Context: an optimization exercise on an open-source flow, tuned for small area. The choices shown serve that exercise and are no tape-out recipe. Function was checked by simulation only, so behaviour that the tests miss may differ from the original. Power is estimated from default activity; no workload was simulated.

==> design.v <==
package cah_pkg;
    localparam int CFG_W    = 15;
    localparam int HEAD_W   = 17;
    localparam int HEAD_PAD = 24;
endpackage
module cah_rca #(
    parameter int W = 8
) (
    input  logic [W-1:0] i_a,
    input  logic [W-1:0] i_b,
    input  logic         i_c,
    output logic [W-1:0] o_s,
    output logic         o_c
);
    logic [W:0] c;
    assign c[0] = i_c;
    for (genvar k = 0; k < W; k++) begin : g_bit
        assign o_s[k]   = i_a[k] ^ i_b[k] ^ c[k];
        assign c[k + 1] = (i_a[k] & i_b[k]) | (c[k] & (i_a[k] ^ i_b[k]));
    end
    assign o_c = c[W];
endmodule
module compass_calibrate_and_heading (
    input  logic        i_clk,
    input  logic        i_rst_n,
    input  logic        i_cfg_wen,
    input  logic        i_cfg_idx,
    input  logic [14:0] i_cfg_wdata,
    input  logic        s_axis_tvalid,
    output logic        s_axis_tready,
    input  logic [31:0] s_axis_tdata,
    input  logic [1:0]  s_axis_tuser,
    output logic        m_axis_tvalid,
    input  logic        m_axis_tready,
    output logic [23:0] m_axis_tdata
);
    localparam logic [2:0] S_IDLE = 3'd1;
    localparam logic [2:0] S_WID  = 3'd2;
    localparam logic [2:0] S_HX   = 3'd3;
    localparam logic [2:0] S_XF   = 3'd4;
    localparam logic [2:0] S_HY   = 3'd5;
    localparam logic [2:0] S_COR  = 3'd6;
    localparam logic [2:0] S_POST = 3'd7;
    localparam logic [27:0] ZI_POS  = 28'd2048;
    localparam logic [27:0] ZI_NEG  = 28'd47187968;
    localparam logic [27:0] ZI_ZERO = 28'd242254243;
    localparam logic [27:0] FULL    = 28'd94371840;
    localparam logic [511:0] ATAN_BITS = 512'h000001ca000003950000072900000e5300001ca60000394c000072970000e52f0001ca5b000394a8000728de000e4e2b001c80040038251d006a429d00b40000;
    logic [2:0]         r_st;
    logic [6:0]         r_j;
    logic [3:0]         r_i;
    logic               r_calib, r_dflt, r_mval;
    logic signed [15:0] r_minx, r_maxx, r_miny, r_maxy;
    logic [14:0]        r_decl, r_off;
    logic [44:0]        r_x, r_y;
    logic [27:0]        r_z;
    logic               r_sf;     
    logic               r_sx;     
    logic               r_zx;     
    logic               r_seen, r_c0, r_c1, r_c2;
    logic               r_nb;     
    logic signed [15:0] s_x, s_y;
    assign s_x = s_axis_tdata[15:0];
    assign s_y = s_axis_tdata[31:16];
    wire st_idle = (r_st == S_IDLE);
    wire st_wid  = (r_st == S_WID);
    wire st_hx   = (r_st == S_HX);
    wire st_xf   = (r_st == S_XF);
    wire st_hy   = (r_st == S_HY);
    wire st_cor  = (r_st == S_COR);
    wire st_post = (r_st == S_POST);
    wire st_h    = st_hx | st_hy;
    wire first    = (r_j == 7'd0);
    wire j_last45 = (r_j == 7'd44);
    wire j_last54 = (r_j == 7'd53);
    wire j_last81 = (r_j == 7'd80);
    wire j_last29 = (r_j == 7'd28);
    wire h_div    = (r_j <= 7'd26);
    logic [6:0] j_inc;
    logic [3:0] i_inc;
    logic       j_co, i_co;
    cah_rca #(.W(7)) u_jinc (
        .i_a(r_j), .i_b(7'd0), .i_c(1'b1), .o_s(j_inc), .o_c(j_co));
    cah_rca #(.W(4)) u_iinc (
        .i_a(r_i), .i_b(4'd0), .i_c(1'b1), .o_s(i_inc), .o_c(i_co));
    wire axis = st_wid | st_hy;
    logic signed [15:0] s_a, min_a, max_a;
    assign s_a   = axis ? s_y    : s_x;
    assign min_a = axis ? r_miny : r_minx;
    assign max_a = axis ? r_maxy : r_maxx;
    logic [16:0] e;
    logic [15:0] span;
    logic        unused_co0, unused_co1;
    cah_rca #(.W(17)) u_e (
        .i_a({s_a[15], s_a}), .i_b(~{min_a[15], min_a}), .i_c(1'b1),
        .o_s(e), .o_c(unused_co0));
    cah_rca #(.W(16)) u_span (
        .i_a(max_a), .i_b(~min_a), .i_c(1'b1), .o_s(span), .o_c(unused_co1));
    logic [16:0] gtc;
    assign gtc[0] = 1'b1;
    for (genvar k = 0; k < 16; k++) begin : g_gt
        wire a_k = max_a[k];
        wire b_k = !s_a[k];
        assign gtc[k + 1] = (a_k & b_k) | (a_k & gtc[k]) | (b_k & gtc[k]);
    end
    wire s_gt_max = max_a[15] ^ !s_a[15] ^ gtc[16];
    wire dneg = r_z[17];
    wire dz   = (r_z[17:1] == 17'd0);
    wire [31:0] e_x = {{15{e[16]}}, e};
    wire [31:0] h_x = {17'd0, span[15:1]};
    wire de  = e_x[r_j[4:0]];
    wire dh  = !h_x[r_j[4:0]];
    wire dci = first ? 1'b1 : r_c2;
    wire db_ = de ^ dh ^ dci;
    wire dco = (de & dh) | (de & dci) | (dh & dci);
    wire in_v     = s_axis_tvalid & st_idle;
    wire k_sample = (s_axis_tuser == 2'd0);
    wire k_start  = (s_axis_tuser == 2'd1);
    wire k_finish = (s_axis_tuser == 2'd2);
    wire do_start = in_v & k_start;
    wire do_fin   = in_v & k_finish;
    wire widen    = (in_v & k_sample & r_calib) | st_wid;
    wire go_head  = in_v & k_sample & !r_calib & !r_mval;
    wire done     = st_post & j_last29;
    assign s_axis_tready = (st_idle & !k_sample) | st_wid | done;
    wire wlt = widen & e[16];
    wire wgt = widen & s_gt_max;
    always_ff @(posedge i_clk) begin
        if (!i_rst_n) begin
            r_calib <= 1'b0;
            r_dflt  <= 1'b1;
            r_minx  <= -16'sd512;
            r_maxx  <= 16'sd512;
            r_miny  <= -16'sd512;
            r_maxy  <= 16'sd512;
        end else begin
            if (do_start) r_calib <= 1'b1;
            if (do_fin)   r_calib <= 1'b0;
            if (do_start | do_fin) r_dflt <= 1'b0;
            if (do_fin & r_dflt) begin
                r_minx <= '0; r_maxx <= '0; r_miny <= '0; r_maxy <= '0;
            end
            if (do_start | (wlt & !axis)) r_minx <= s_x;
            if (do_start | (wgt & !axis)) r_maxx <= s_x;
            if (do_start | (wlt & axis))  r_miny <= s_y;
            if (do_start | (wgt & axis))  r_maxy <= s_y;
        end
    end
    always_ff @(posedge i_clk) begin
        if (!i_rst_n) begin
            r_decl <= 15'sd704;
            r_off  <= 15'sd2240;
        end else if (i_cfg_wen) begin
            if (i_cfg_idx) r_off  <= i_cfg_wdata;
            else           r_decl <= i_cfg_wdata;
        end
    end
    always_ff @(posedge i_clk) begin
        if (!i_rst_n) begin
            r_st   <= S_IDLE;
            r_j    <= '0;
            r_i    <= '0;
            r_mval <= 1'b0;
        end else begin
            r_j <= j_inc;
            if (done) r_mval <= 1'b1;
            else if (m_axis_tready) r_mval <= 1'b0;
            case (r_st)
                S_IDLE: begin
                    r_j <= '0;
                    if (in_v & k_sample & r_calib) r_st <= S_WID;
                    if (go_head) r_st <= S_HX;
                end
                S_WID: r_st <= S_IDLE;
                S_HX:  if (j_last54) begin r_st <= S_XF; r_j <= '0; end
                S_XF:  if (j_last81) begin r_st <= S_HY; r_j <= '0; end
                S_HY:  if (j_last54) begin r_st <= S_COR; r_j <= '0; r_i <= '0; end
                S_COR: if (j_last45) begin
                    r_j <= '0;
                    r_i <= i_inc;
                    if (r_i == 4'd15) r_st <= S_POST;
                end
                default: if (j_last29) r_st <= S_IDLE;
            endcase
        end
    end
    logic nb_next;
    always_comb begin
        nb_next = !st_h;
        if (st_h && r_j >= 7'd11 && r_j <= 7'd25) nb_next = span[5'(7'd26 - r_j)];
    end
    wire        fz     = h_div & first;
    wire [16:0] rsh    = {fz ? 16'd0 : r_y[43:28], r_nb};
    wire        g      = r_y[0];
    wire [16:0] addend = g ? r_z[17:1] : 17'd0;
    wire [17:0] add_a  = h_div ? {1'b0, rsh} : r_y[44:27];
    wire [17:0] add_b  = h_div ? ~{2'b0, span} : {addend[16], addend};
    logic [17:0] msum;
    logic        m_co;
    cah_rca #(.W(18)) u_add (
        .i_a(add_a), .i_b(add_b), .i_c(h_div), .o_s(msum), .o_c(m_co));
    wire        q     = !msum[17];
    wire [15:0] rem_n = (r_j == 7'd26) ? 16'd0 : (q ? msum[15:0] : rsh[15:0]);
    always_ff @(posedge i_clk) begin
        r_nb  <= nb_next;
    end
    wire pass0 = (r_i == 4'd0);
    wire d     = !r_sf;                        
    logic [5:0] ji;
    logic       ji_co;
    cah_rca #(.W(6)) u_ji (
        .i_a(r_j[5:0]), .i_b({2'b0, r_i}), .i_c(1'b0), .o_s(ji), .o_c(ji_co));
    wire inr   = !(ji_co | (ji[5] & (ji[4] | (ji[3] & ji[2] & (ji[1] | ji[0])))));
    wire ytrue = r_y[0] ^ (pass0 & r_sx & r_seen & !first);
    wire xload = r_y[0] ^ (r_sx & r_seen & !first);
    wire xs    = inr & r_x[r_i];
    wire ys    = pass0 ? ytrue : (inr ? r_y[r_i] : r_sf);
    wire cxi   = first ? !d : r_c0;
    wire cyi   = first ? d  : r_c1;
    wire czi   = first ? !d : r_c2;
    wire xo    = r_x[0];
    wire ya    = d ? ys : !ys;
    wire xa    = d ? !xs : xs;
    wire xn    = xo ^ ya ^ cxi;
    wire yn    = ytrue ^ xa ^ cyi;
    wire [27:0] zi = r_zx ? ZI_ZERO : (r_sx ? ZI_NEG : ZI_POS);
    wire zop   = pass0 ? zi[r_j[4:0]] : r_z[0];
    wire tb    = d ^ !ATAN_BITS[{r_i, r_j[4:0]}];
    wire zn    = zop ^ tb ^ czi;
    wire padd   = (r_j >= 7'd12);
    wire pstart = (r_j == 7'd12);
    wire fb     = r_sx & FULL[r_j[4:0]];
    wire wci    = first ? 1'b0 : r_c0;
    wire wb     = r_z[0] ^ fb ^ wci;
    wire wco    = (r_z[0] & fb) | (r_z[0] & wci) | (fb & wci);
    wire ab     = padd & (r_j <= 7'd26) & wb;
    wire [31:0] decl_sh = {{5{r_decl[14]}}, r_decl, 12'd0};
    wire [31:0] off_sh  = {{5{r_off[14]}}, r_off, 12'd0};
    wire db  = decl_sh[r_j[4:0]];
    wire ob  = off_sh[r_j[4:0]];
    wire c1i = pstart ? 1'b0 : r_c1;
    wire c2i = pstart ? 1'b0 : r_c2;
    wire s1  = ab ^ db ^ c1i;
    wire hb  = s1 ^ ob ^ c2i;
    always_ff @(posedge i_clk) begin
        if (st_h & h_div) begin
            r_y <= {1'b0, rem_n, 1'b0, r_y[25:0], q};
        end else if (st_h) begin
            r_y <= {msum[17], msum, r_y[26:1]};
        end else begin
            r_y <= {st_xf ? r_y[0] : yn, r_y[44:1]};
        end
        r_x <= {(st_xf & (r_j <= 7'd44)) ? xload : ((st_xf | st_hy) ? r_x[0] : xn), r_x[44:1]};
        if (st_cor & (r_j < 7'd28)) begin
            r_z <= {zn, r_z[27:1]};
        end else if (st_h & h_div) begin
            r_z <= {db_, r_z[27:1]};
        end else if (st_post) begin
            r_z <= {hb, r_z[27:1]};
        end
        if (st_post) begin
            r_c0 <= wco;
            r_c1 <= (ab & db) | (ab & c1i) | (db & c1i);
            r_c2 <= (s1 & ob) | (s1 & c2i) | (ob & c2i);
        end else begin
            r_c0 <= (xo & ya) | (xo & cxi) | (ya & cxi);
            r_c1 <= (ytrue & xa) | (ytrue & cyi) | (xa & cyi);
            r_c2 <= st_h ? dco : ((zop & tb) | (zop & czi) | (tb & czi));
        end
        r_seen <= (r_seen & !first) | r_y[0];
        if (st_hx & j_last54) begin
            r_sx <= dneg;
            r_zx <= dz;
        end
        if (st_hy & j_last54) begin
            r_sf <= (r_sx ^ dneg) & !dz;
            r_zx <= r_zx & dz;
        end
        if (st_cor & j_last45) r_sf <= yn;
        if (st_cor & (r_i == 4'd15) & (r_j == 7'd27)) r_sx <= zn;
    end
    assign m_axis_tvalid = r_mval;
    assign m_axis_tdata  = {7'd0, r_z[27:11]};
endmodule
==> flow/run.sh <==
#!/bin/bash
# The standard layout (standard.sh) with three changes:
#  - synthesis is the standard flow's own synthesis script, unchanged, except that Yosys's
#    abc step maps the logic with flow/abc_amap.script (ABC's area mapper
#    amap) instead of ORFS's abc_area.script; registers are mapped before abc,
#    so they are the standard synthesis's registers
#  - port buffers use the smallest buffer, sky130_fd_sc_hd__buf_1, instead of
#    ORFS's default pick; every input and output port still gets one
#  - clock tree synthesis uses sky130_fd_sc_hd__clkbuf_8, clusters up to 14
#    sinks within 80 um per leaf buffer and inserts no dummy loads
# make's full output goes to standard_flow.log here; each tool also keeps its
# own logs under orfs/logs.
set -euo pipefail
here=$(pwd)
export BUFFER_PORTS_ARGS="-buffer_cell sky130_fd_sc_hd__buf_1"
export CTS_ARGS="-sink_clustering_enable -repair_clock_nets -sink_clustering_size 14 -sink_clustering_max_diameter 80 -buf_list sky130_fd_sc_hd__clkbuf_8 -dont_use_dummy_load"
export MY_ABC_SCRIPT="$here/flow/abc_amap.script"
orig=$(grep -o 'SYNTH_SCRIPT=[^ ]*' standard.sh | head -1 | cut -d= -f2-)
cat > my_synth.tcl <<EOT
proc abc {args} {
  set i [lsearch -exact \$args -script]
  if {\$i >= 0} { set args [lreplace \$args [expr {\$i + 1}] [expr {\$i + 1}] \$::env(MY_ABC_SCRIPT)] }
  yosys abc {*}\$args
}
source $orig
EOT
sed "s|SYNTH_SCRIPT=[^ ]*|SYNTH_SCRIPT=$here/my_synth.tcl|" standard.sh > my_standard.sh
bash my_standard.sh > standard_flow.log 2>&1
==> flow/abc_amap.script <==
strash
dch -f
amap
topo
stime -c
buffer -c
upsize -c
dnsize -c
==> standard.sh <==
#!/bin/bash
# synth_recipe.tcl (not shown) runs the flow's synth.tcl, then flattens the netlist and writes it again
# the make line also repeats each setting of config.mk as NAME=value (left out here)
make -C /OpenROAD-flow-scripts/flow DESIGN_CONFIG=/design/flow/config.mk WORK_HOME=/design/flow/orfs CLKGATE_MAP_FILE= SYNTH_SCRIPT=/design/flow/synth_recipe.tcl "${@:-finish}"
==> config.mk <==
export PLATFORM = sky130hd
export DESIGN_NAME = compass_calibrate_and_heading
export DESIGN_NICKNAME = compass_calibrate_and_heading
export VERILOG_FILES = /design/flow/design.v
export SDC_FILE = /design/flow/constraint.sdc
export NUM_CORES = 4
export LEC_CHECK = 0
export ABC_AREA = 1
export CAP_MARGIN = 20
export CORE_MARGIN = 2
export CORE_UTILIZATION = 70
export SLEW_MARGIN = 20
==> constraint.sdc <==
create_clock -name core_clock -period 12.0 [get_ports {i_clk}]
set_input_delay 2.4000 -clock core_clock [delete_from_list [all_inputs] [get_ports {i_clk}]]
set_output_delay 2.4000 -clock core_clock [all_outputs]
set_load 0.01 [all_outputs]
==> summary.md, run 1 <==
| Metric | Value |
|---|---|
| Post-synth top area share | 34.6% |
| Final hold violation count | 0 |
| GPL Wtd Cong | 1.01 |
| Commonest register cell after synthesis | dfxtp_1 |
| Slowest stage delay, CP | 500 ps |
| Fin Setup TNS | 0 ps |
| Crit-path leading delay family | adder cells |
| Cell count after synthesis | 1284 |
| FF-to-FF setup slack | 1040 ps |
| Max VDD drop | 0.000204 V |
| Most common library cells after synthesis | dfxtp_1, nor2_1, o22ai_1 |
| Crit end category | flip-flop |
| Post-route cell area | 12400 um^2 |
| Num Clock Sinks | 237 |
| Synthesized area per cell | 9.28 um^2 |
| GR Util met1 | 50.2% |
| Slew headroom | 23.5% |
| Dpl hpwl | 21600 um |
| Crit path to | r_z[27] |
| Post-synth top area cell | dfxtp_1 |
| Worst Reg-to-Reg Cells | 33 |
| Vias per std cell | 6.76 |
| Most common cell in the synthesized netlist | dfxtp_1 |
| Final setup violation count | 0 |
| GR Util All Layers | 34.4% |
| Drt drc | 0 |
| Worst Setup SP | s_axis_tdata[16] |
| Power per cell area | 289 nW/um^2 |
| Post-layout nets | 1434 |
| Largest fanout on the critical path | 3 |
| Hold_buf cts | 0 |
| Post-Syn Area | 11900 um^2 |
| Status | timing/DRC/antenna clean |
| Slew @ Worst Pin | 1140 ps |
| Top Ports | 81 |
| GR Layer Usage met3 | 5.26% |
| Full die area | 18100 um^2 |
| Root Driver | clkbuf_8 |
| Final period util | 93.3% |
| Port Buffer Count | 73 |
| Max Cap Viol | 0 |
| Die extent in x | 134 um |
| Seq/Total Area, Yosys | 42.4% |
| Worst path required time | 12310 ps |
| FFs w/ async S/R, synth | 0% |
| Levels on crit path | 29 |
| CTS tree | done |
| Tmin final | 11200 ps |
| Vias in the first global route | 9591 |
| Initial antenna violation count | 0 |
| P_leak | 4.69 nW |
| # Post-CTS Setup Buffers | 0 |
| Number of inserted diodes | 0 |
| H-tree depth | 1 |
| Pwr Total | 3.59 mW |
| Ys Warns | 1 |
| Worst R2R Start | r_st[1] |
| DR WL/cell | 20.3 um |
| Clock slew at reported path FFs | 100 ps |
| Met2 usage | 53.2% |
| GRT overflow | 0 |
| Crit path DAT | 11500 ps |
| Max-slew violations | 0 |
| RSZ-0062 raised after global routing | no |
| Die span in y | 134 um |
| Critical path's slowest cell | fa_1 |
| GRT busiest layer | met2 |
| Post-synth EDFFs | 31 |
| DR iter-0 viols | 1343 |
| Fmax achieved | 89.3 MHz |
| Startpoint Class | primary input |
| Final WL | 30900 um |
| Clk buf depth | 3 |
| Crit-path most repeated cell | fa_1 |
| Worst reg2reg path endpoint | r_y[33] |
| DR vias | 10300 |
| Worst skew pair latency | 540 ps |
| 1st-pass router iterations | 6 |
| Cts bufs inserted | 20 |
| Type of the worst min-delay path | flip-flop to flip-flop |
| DP Area | 12200 um^2 |
| Layout area overhead | 4.39% |
| Share of post-route cells with drive strength above 1 | 5.53% |
| Crit path buf inv count | 2 |
| Seq cells post-synth | 237 |
| Crit Path Category | primary input to flip-flop |
| Synth top area cells | dfxtp_1, fa_1, edfxtp_1 |
| Initial Utilization | 71.8% |
| Core ar. | 16600 um^2 |
| # rows | 47 |
| Synth cell types | 62 |
| PostCTS Resize Cnt | 0 |
| Final Util | 75.0% |
| First-pass GRT wire length | 50400 um |
| Largest net degree at the start of global routing | 67 |
| DRT antenna net count | 0 |
| Clk_skew | 27.2 ps |
-- through the flow --
stage | hold WS (ps) | worst slack (ps) | instances
after floorplan | 310 | 842 | 1290
after global placement | 310 | 372 | 1501
after detailed placement | 312 | 227 | 1501
after CTS | 332 | 801 | 1521
after global routing | 338 | 301 | 1521
final | 330 | 804 | 1521
-- worst min-delay path by stage --
stage | startpoint | endpoint | cells after the start
finish | r_x[26] | r_x[25] | 0
global route | r_x[33] | r_x[32] | 0
CTS | r_x[34] | r_x[33] | 0
detailed placement | r_x[34] | r_x[33] | 0
global placement | r_x[28] | r_x[27] | 0
floorplan | r_x[16] | r_x[15] | 0
-- per-layer routing --
layer	share of wire, %	vias to the layer above
met1	42	4901
met5	0	-
met4	3.2	0
li1	-	4717
met2	45	593
met3	9.0	78
-- cells by family (layout without fill, tap and decap cells) --
group	after synthesis	after routing	share of synthesized area, %
flip-flops	237	237	42.4
buffers and inverters	200	211	7.25
adder cells (fa/ha/maj)	76	76	11.5
AO/OA/AOI/OAI	457	457	27.6
XOR/XNOR	1	1	0.0735
AND/OR/NAND/NOR	312	312	11.1
other	1	7	0.0315
-- registers in the layout, indices dropped and copies added, names as in the netlist, 3 cells and up --
name / cells
r_decl: 15
r_i: 4
r_j: 7
r_maxx: 16
r_maxy: 16
r_minx: 16
r_miny: 16
r_off: 15
r_st: 3
r_x: 45
r_y: 45
r_z: 28
-- placed cells by master, fill, tap and decap left out, types with 8 or more instances in the layout --
cell	count
inv_1	81
a221oi_1	22
ha_1	20
fa_1	56
clkinv_1	9
nor2_1	188
a21oi_1	61
o22a_1	43
a221o_1	16
clkbuf_8	20
a31oi_1	8
buf_4	23
nor3_1	19
nor2b_1	21
buf_1	73
o21ai_0	42
o221ai_1	18
o221a_2	9
nand2_1	53
edfxtp_1	31
dfxtp_1	206
a22oi_1	86
o22ai_1	97
nand3_1	9
-- where the power goes --
group / internal, mW / switching, mW / total [mW]
logic: 0.787 / 1.20 / 1.99
clock network: 0.150 / 0.248 / 0.398
registers: 1.07 / 0.138 / 1.20
total: 2.00 / 1.59 / 3.59
-- cell type report --
type                    count  area (um^2)
clock buffers              20          275
fillers                  1258         4150
inverters                  95          357
multi-input cells         853         6030
flip-flops and latches    237         5050
well taps                 220          275
repair buffers             96          447
==> inputs of run 2 (changes only) <==
--- a/design.v
+++ b/design.v
@@ -41,11 +41,13 @@
     localparam logic [2:0] S_HY   = 3'd5;
     localparam logic [2:0] S_COR  = 3'd6;
     localparam logic [2:0] S_POST = 3'd7;
-    localparam logic [27:0] ZI_POS  = 28'd2048;
-    localparam logic [27:0] ZI_NEG  = 28'd47187968;
-    localparam logic [27:0] ZI_ZERO = 28'd242254243;
-    localparam logic [27:0] FULL    = 28'd94371840;
-    localparam logic [511:0] ATAN_BITS = 512'h000001ca000003950000072900000e5300001ca60000394c000072970000e52f0001ca5b000394a8000728de000e4e2b001c80040038251d006a429d00b40000;
+    localparam logic [31:0] ZI_POS  = 32'd2048;
+    localparam logic [31:0] ZI_NEG  = 32'd47187968;
+    localparam logic [31:0] ZI_ZERO = 32'd242254243;
+    localparam logic [31:0] FULL    = 32'd94371840;
+    localparam logic [255:0] ATAN_LO   = 256'h0001ca5b000394a8000728de000e4e2b001c80040038251d006a429d00b40000;
+    localparam logic [63:0]  ATAN_8    = 64'h0000000000e52f00;
+    localparam logic [7:0]   ATAN_CORR = 8'h5c;
     logic [2:0]         r_st;
     logic [6:0]         r_j;
     logic [3:0]         r_i;
@@ -217,15 +219,17 @@
     wire ys    = pass0 ? ytrue : (inr ? r_y[r_i] : r_sf);
     wire cxi   = first ? !d : r_c0;
     wire cyi   = first ? d  : r_c1;
-    wire czi   = first ? !d : r_c2;
+    wire tcor  = r_i[3] & ATAN_CORR[r_i[2:0]];
+    wire czi   = first ? !(d ^ tcor) : r_c2;
     wire xo    = r_x[0];
     wire ya    = d ? ys : !ys;
     wire xa    = d ? !xs : xs;
     wire xn    = xo ^ ya ^ cxi;
     wire yn    = ytrue ^ xa ^ cyi;
-    wire [27:0] zi = r_zx ? ZI_ZERO : (r_sx ? ZI_NEG : ZI_POS);
+    wire [31:0] zi = r_zx ? ZI_ZERO : (r_sx ? ZI_NEG : ZI_POS);
     wire zop   = pass0 ? zi[r_j[4:0]] : r_z[0];
-    wire tb    = d ^ !ATAN_BITS[{r_i, r_j[4:0]}];
+    wire tbit  = r_i[3] ? ATAN_8[ji] : ATAN_LO[{r_i[2:0], r_j[4:0]}];
+    wire tb    = d ^ !tbit;
     wire zn    = zop ^ tb ^ czi;
     wire padd   = (r_j >= 7'd12);
     wire pstart = (r_j == 7'd12);
==> run 2 against run 1 <==
Compared with the run above: wire length down 4.7%; fmax fell by 0.44%; worst hold slack got worse by 5.6 ps; sequential share of layout area up 0.42 points; area after synthesis shrank 0.85%; first-iteration DRC count fell by 22%; still clean on timing, DRC and antenna; via count decreased by 3.9%.
==> summary.md, run 2 <==
| Metric | Value |
|---|---|
| Post-Syn Area | 11800 um^2 |
| Final setup violation count | 0 |
| Cts bufs inserted | 20 |
| GRT overflow | 0 |
| Post-route cell area | 12300 um^2 |
| Worst skew pair latency | 530 ps |
| Cell count after synthesis | 1253 |
| Core ar. | 16500 um^2 |
| Final period util | 93.7% |
| Crit-path most repeated cell | fa_1 |
| Root Driver | clkbuf_8 |
| Slowest stage delay, CP | 540 ps |
| Die extent in x | 134 um |
| Post-synth EDFFs | 31 |
| Critical path's slowest cell | fa_1 |
| Comb pwr share | 54.9% |
| Clock slew at reported path FFs | 90 ps |
| # rows | 47 |
| RSZ-0062 raised after global routing | no |
| Largest fanout on the critical path | 3 |
| Share of post-route cells with drive strength above 1 | 5.76% |
| Final hold violation count | 0 |
| Hold_buf cts | 0 |
| Clk_skew | 18.8 ps |
| Crit path buf inv count | 2 |
| Ys Warns | 1 |
| Dpl cells | 1468 |
| Post-synth top area cell | dfxtp_1 |
| Num Clock Sinks | 237 |
| Crit Path Category | primary input to flip-flop |
| Max VDD drop | 0.000185 V |
| Seq cells post-synth | 237 |
| Commonest non-fill, non-tap cell in the layout | dfxtp_1 |
| DR iter-0 viols | 1046 |
| GR Util All Layers | 32.5% |
| Largest registers | r_x: 45 flops, r_y: 45 flops, r_z: 28 flops |
| Initial Utilization | 71.5% |
| Synth top area cells | dfxtp_1, fa_1, edfxtp_1 |
| Fin Setup TNS | 0 ps |
| Number of inserted diodes | 0 |
| Crit path DAT | 11530 ps |
| P_leak | 4.62 nW |
| Worst path required time | 12290 ps |
| Vias in the first global route | 9122 |
| Layout area overhead | 4.21% |
| DP Area | 12000 um^2 |
| CTS tree | done |
| Port Buffer Count | 73 |
| Top Ports | 81 |
| Most common cell in the synthesized netlist | dfxtp_1 |
| Seq/Total Area, Yosys | 42.8% |
| Drt drc | 0 |
| Reg power frac | 33.8% |
| FFs w/ async S/R, synth | 0% |
| DR WL/cell | 19.8 um |
| DP Worst Slack | 204 ps |
| # Post-CTS Setup Buffers | 0 |
| Crit end category | flip-flop |
| Final worst setup slack | 755 ps |
| Synthesized area per cell | 9.43 um^2 |
| Startpoint Class | primary input |
| Slew headroom | 26.0% |
| Type of the worst min-delay path | flip-flop to flip-flop |
| Largest net degree at the start of global routing | 83 |
| Most common library cells after synthesis | dfxtp_1, nor2_1, o22ai_1 |
| Post-layout nets | 1401 |
| Multi-input logic area | 5920 um^2 |
| Vias per std cell | 6.65 |
| Pwr Total | 3.57 mW |
| Clk buf depth | 3 |
| Tmin final | 11240 ps |
| Max-slew violations | 0 |
| Synth cell types | 60 |
| Power per cell area | 290 nW/um^2 |
| Max Cap Viol | 0 |
| Commonest register cell after synthesis | dfxtp_1 |
| Commonest cells after routing, fill and taps aside | dfxtp_1, nor2_1, o22ai_1, a22oi_1, inv_1 |
| Final WL | 29400 um |
| Die span in y | 134 um |
| PostCTS Resize Cnt | 0 |
| Non-filler instance count after layout | 1488 |
| Initial antenna violation count | 0 |
| First-pass GRT wire length | 47300 um |
| Reported net switching power | 1.55 mW |
| H-tree depth | 1 |
| Clk pwr share | 11.3% |
| Slew @ Worst Pin | 1100 ps |
| DR vias | 9888 |
| Crit-path leading delay family | adder cells |
| Internal power | 2.02 mW |
| Status | timing/DRC/antenna clean |
| Fmax achieved | 88.9 MHz |
| Register area | 5050 um^2 |
| Post-synth top area share | 34.9% |
| FILL cells | 1248 |
| Dpl hpwl | 20800 um |
| Full die area | 17900 um^2 |
| DRT antenna net count | 0 |
| Switching part of the total | 43.4% |
| 1st-pass router iterations | 6 |
| GPL Wtd Cong | 0.915 |
## run 2: worst register-to-register path, delay by kind of cell, from the launching register on
family / cells / cell delay, ps
simple gates: 5 / 780
fa+ha+maj: 16 / 7340
buf+inv: 5 / 780
compound gates: 8 / 1280
flops: 1 / 420
## run 2: metal layers
| layer | GRT usage, % | wire length (um) | vias up |
|---|---|---|---|
| li1 | - | - | 4601 |
| met1 | 46.5 | 12500 | 4727 |
| met2 | 52.5 | 13600 | 487 |
| met3 | 3.70 | 2380 | 73 |
| met4 | 10.3 | 941 | 0 |
| met5 | 0 | 0 | - |
## run 2: layout make-up
class                           count  area share (%)
Multi-Input combinational cell    821            48.1
Timing Repair Buffer               92            3.39
Clock buffer                       20            2.24
Inverter                           98            2.99
Tap cell                          220            2.24
Sequential cell                   237            41.1
## run 2: metrics by stage
stage / hold WS, ps / utilization, %
global route: 330 / 74.5
floorplan: 310 / -
detailed placement: 312 / 72.8
finish: 325 / 74.5
CTS: 329 / 74.5
global placement: 313 / 72.8
## run 2: kinds of logic after synthesis
group / after synthesis / synth area share (%)
AOI/OAI and AO/OA: 443 / 27.3
xor gates and xnor gates: 1 / 0.0742
adders and majority gates: 76 / 11.6
buffers and inverters: 201 / 7.35
DFF: 237 / 42.8
other: 1 / 0.0317
and+or+nand+nor: 294 / 10.8
## run 2: final timing paths
check	start	endpoint	slack, ps	cells after the start
max	s_axis_tdata[16]	r_z[27]	760	29
min reg2reg	r_x[39]	r_x[38]	320	0
max reg2reg	r_st[1]	r_z[27]	1170	34
min	r_x[39]	r_x[38]	320	0
## run 2: power groups by stage
stage	clock (mW)	sequential (mW)	combinational, mW
after floorplan	0	1.17	1.46
after global placement	0	1.21	1.87
after detailed placement	0	1.22	1.92
after CTS	0.405	1.21	1.93
after global routing	0.433	1.23	2.15
final	0.402	1.21	1.96
==> inputs of run 3 (changes only) <==
--- a/design.v
+++ b/design.v
@@ -34,6 +34,7 @@
     input  logic        m_axis_tready,
     output logic [23:0] m_axis_tdata
 );
+    localparam logic [2:0] S_INIT = 3'd0;
     localparam logic [2:0] S_IDLE = 3'd1;
     localparam logic [2:0] S_WID  = 3'd2;
     localparam logic [2:0] S_HX   = 3'd3;
@@ -77,6 +78,7 @@
     wire j_last54 = (r_j == 7'd53);
     wire j_last81 = (r_j == 7'd80);
     wire j_last29 = (r_j == 7'd28);
+    wire j_last17 = (r_j == 7'd16);
     wire h_div    = (r_j <= 7'd26);
     logic [6:0] j_inc;
     logic [3:0] i_inc;
@@ -159,7 +161,7 @@
     end
     always_ff @(posedge i_clk) begin
         if (!i_rst_n) begin
-            r_st   <= S_IDLE;
+            r_st   <= S_INIT;
             r_j    <= '0;
             r_i    <= '0;
             r_mval <= 1'b0;
@@ -168,6 +170,7 @@
             if (done) r_mval <= 1'b1;
             else if (m_axis_tready) r_mval <= 1'b0;
             case (r_st)
+                S_INIT: if (j_last17) r_st <= S_IDLE;
                 S_IDLE: begin
                     r_j <= '0;
                     if (in_v & k_sample & r_calib) r_st <= S_WID;
@@ -191,8 +194,7 @@
         nb_next = !st_h;
         if (st_h && r_j >= 7'd11 && r_j <= 7'd25) nb_next = span[5'(7'd26 - r_j)];
     end
-    wire        fz     = h_div & first;
-    wire [16:0] rsh    = {fz ? 16'd0 : r_y[43:28], r_nb};
+    wire [16:0] rsh    = {r_y[43:28], r_nb};
     wire        g      = r_y[0];
     wire [16:0] addend = g ? r_z[17:1] : 17'd0;
     wire [17:0] add_a  = h_div ? {1'b0, rsh} : r_y[44:27];
@@ -252,7 +254,7 @@
         end else if (st_h) begin
             r_y <= {msum[17], msum, r_y[26:1]};
         end else begin
-            r_y <= {st_xf ? r_y[0] : yn, r_y[44:1]};
+            r_y <= {(st_cor & (r_i != 4'd15)) ? yn : 1'b0, r_y[44:1]};
         end
         r_x <= {(st_xf & (r_j <= 7'd44)) ? xload : ((st_xf | st_hy) ? r_x[0] : xn), r_x[44:1]};
         if (st_cor & (r_j < 7'd28)) begin
==> run 3 against run 2 <==
Compared with the run above: total power fell by 21%; non-clock buffer count rose by 4; die area fell by 0.83%; critical path depth fell by 2; critical endpoint unchanged.
==> summary.md, run 3 <==
| Metric | Value |
|---|---|
| First-pass GRT wire length | 47300 um |
| Initial Utilization | 71.1% |
| Worst skew pair latency | 540 ps |
| Startpoint Class | primary input |
| H-tree depth | 1 |
| FILL cells | 1251 |
| GR Util All Layers | 32.7% |
| Crit Path Category | primary input to flip-flop |
| Num Clock Sinks | 237 |
| Die span in y | 133 um |
| Most common library cells after synthesis | dfxtp_1, nor2_1, a22oi_1 |
| GRT overflow | 0 |
| Full die area | 17800 um^2 |
| Clock slew at reported path FFs | 100 ps |
| Final setup violation count | 0 |
| Number of inserted diodes | 0 |
| Clk buf depth | 3 |
| Layout area overhead | 4.70% |
| Max Cap Viol | 0 |
| Cell count after synthesis | 1228 |
| Seq cells post-synth | 237 |
| Ys Warns | 1 |
| Pwr Total | 2.82 mW |
| GR Util met1 | 47.3% |
| Commonest non-fill, non-tap cell in the layout | dfxtp_1 |
| Post-Syn Area | 11700 um^2 |
| Dpl hpwl | 20600 um |
| Slew headroom | 28.5% |
| Slowest stage delay, CP | 490 ps |
| Largest fanout on the critical path | 3 |
| DR vias | 9824 |
| Post-layout nets | 1387 |
| P_leak | 4.71 nW |
| RSZ-0062 raised after global routing | no |
| Final worst setup slack | 814 ps |
| Final period util | 93.2% |
| Synth top area cells | dfxtp_1, fa_1, edfxtp_1 |
| Critical path's slowest cell | fa_1 |
| # Post-CTS Setup Buffers | 0 |
| Crit path DAT | 11480 ps |
| Drt drc | 0 |
| Synthesized area per cell | 9.54 um^2 |
| Largest registers | r_x: 45 flops, r_y: 45 flops, r_z: 28 flops |
| Root Driver | clkbuf_8 |
| Max VDD drop | 0.000142 V |
| Post-synth top area share | 35.2% |
| Fmax achieved | 89.4 MHz |
| PostCTS Resize Cnt | 0 |
| Port Buffer Count | 73 |
| Post-synth EDFFs | 31 |
| Hold_buf cts | 0 |
| Max-slew violations | 0 |
| GR Layer Usage met3 | 4.53% |
| Crit end category | flip-flop |
| Type of the worst min-delay path | flip-flop to flip-flop |
| Vias in the first global route | 9266 |
| DR WL/cell | 20.0 um |
| Vias per std cell | 6.66 |
| FFs w/ async S/R, synth | 0% |
| DRT antenna net count | 0 |
| Power per cell area | 230 nW/um^2 |
| Crit-path leading delay family | adder cells |
| Clk_skew | 31.3 ps |
| Cts bufs inserted | 20 |
| Final hold violation count | 0 |
| Core ar. | 16500 um^2 |
| Met2 usage | 51.6% |
| Seq/Total Area, Yosys | 43.2% |
| Slew @ Worst Pin | 1070 ps |
| Largest net degree at the start of global routing | 94 |
| DR iter-0 viols | 907 |
| Synth cell types | 66 |
| Die extent in x | 133 um |
| 1st-pass router iterations | 6 |
| Top Ports | 81 |
| # rows | 47 |
| Share of post-route cells with drive strength above 1 | 5.66% |
| Most common cell in the synthesized netlist | dfxtp_1 |
| Post-synth top area cell | dfxtp_1 |
| CTS tree | done |
| Crit-path most repeated cell | fa_1 |
| Crit path buf inv count | 2 |
| Fin Setup TNS | 0 ps |
| Final hold slack | 332 ps |
| DP Area | 12000 um^2 |
| Commonest register cell after synthesis | dfxtp_1 |
| Commonest cells after routing, fill and taps aside | dfxtp_1, nor2_1, a22oi_1, inv_1, o22ai_1 |
| Worst path required time | 12290 ps |
| Post-route cell area | 12300 um^2 |
| Final WL | 29500 um |
| Status | timing/DRC/antenna clean |
| DP Worst Slack | 239 ps |
| GRT busiest layer | met2 |
| Tmin final | 11190 ps |
| Initial antenna violation count | 0 |
| GPL Wtd Cong | 0.990 |
## run 3: changes by cell type in the layout (fill, tap and decap cells not counted), sizes merged, moves of 4 or more
cell	previous run	this run
a21oi	59	51
a222oi	1	14
a22oi	90	99
o22ai	97	78
buf	92	96
a221oi	21	8
nor2b	21	7
inv	94	99
o221a	12	6
a22o	1	10
## run 3: cells by family after synthesis
| family | synth area share (%) |
|---|---|
| flip-flops | 43.2 |
| XOR/XNOR | 0.0748 |
| other | 0.0320 |
| adder cells (fa/ha/maj) | 11.7 |
| AO/OA/AOI/OAI | 27.4 |
| AND/OR/NAND/NOR | 10.2 |
| buffers and inverters | 7.38 |
## run 3: final timing paths
kind	slack, ps	cells past startpoint	end	start
min reg2reg	330	0	r_x[19]	r_x[20]
max	810	27	r_z[27]	s_axis_tdata[16]
min	330	0	r_x[19]	r_x[20]
max reg2reg	1340	30	r_z[27]	r_st[2]
## run 3: where the power goes
group / switching, mW / internal (mW) / leakage, nW
registers: 0.0894 / 0.949 / 1.97
clock network: 0.247 / 0.150 / 0.144
logic: 0.824 / 0.559 / 2.59
total: 1.16 / 1.66 / 4.71
## run 3: metal layers
layer	vias up	wire, um
met5	-	0
met3	76	2220
met1	4757	12900
li1	4534	-
met2	457	13400
met4	0	960
## run 3: metrics by stage
step / instances / util (%)
floorplan: 1234 / -
global placement: 1454 / 72.8
detailed placement: 1454 / 72.8
CTS: 1474 / 74.5
global route: 1474 / 74.5
finish: 1474 / 74.5
## run 3: layout make-up
cell class	instances	area, um^2	area share [%]
multi-input cells	796	5810	47.4
repair buffers	96	447	3.64
clock buffers	20	275	2.25
flip-flops and latches	237	5050	41.2
well taps	220	275	2.25
inverters	105	394	3.21

[static timing again, ports no longer ideal]
In the flow no input, the clock included, has a driving cell. The finished layouts below were timed again as built, in two steps. Step 1 (the two cells are an assumption about what drives the block):
set clk [get_ports {i_clk}]
set_driving_cell -lib_cell sky130_fd_sc_hd__clkbuf_16 $clk
set_driving_cell -lib_cell sky130_fd_sc_hd__buf_2 [delete_from_list [all_inputs] $clk]
Step 2 times the ports against the registers' clock, not the clock port: input delays grow and output delays shrink by t, the midpoint of the rising clock arrivals with the driver on. Three values: ideal ports, drivers, drivers and shift; two values: the first two.
| run | t (ns) | setup WS [ns] | worst setup path after step 2 | worst register clock-pin slew, ns |
|---|---|---|---|---|
| run 1 | 0.570 | 0.804 / 0.823 / 0.253 | input to register | 0.10 / 0.10 |
| run 2 | 0.565 | 0.755 / 0.772 / 0.207 | input to register | 0.10 / 0.10 |
| run 3 | 0.569 | 0.814 / 0.833 / 0.264 | input to register | 0.11 / 0.11 |
After both steps every run listed still meets setup and hold. For run 1, which loses most, drivers alone change the setup slack by +0.019 ns; drivers and shift together by -0.551 ns.
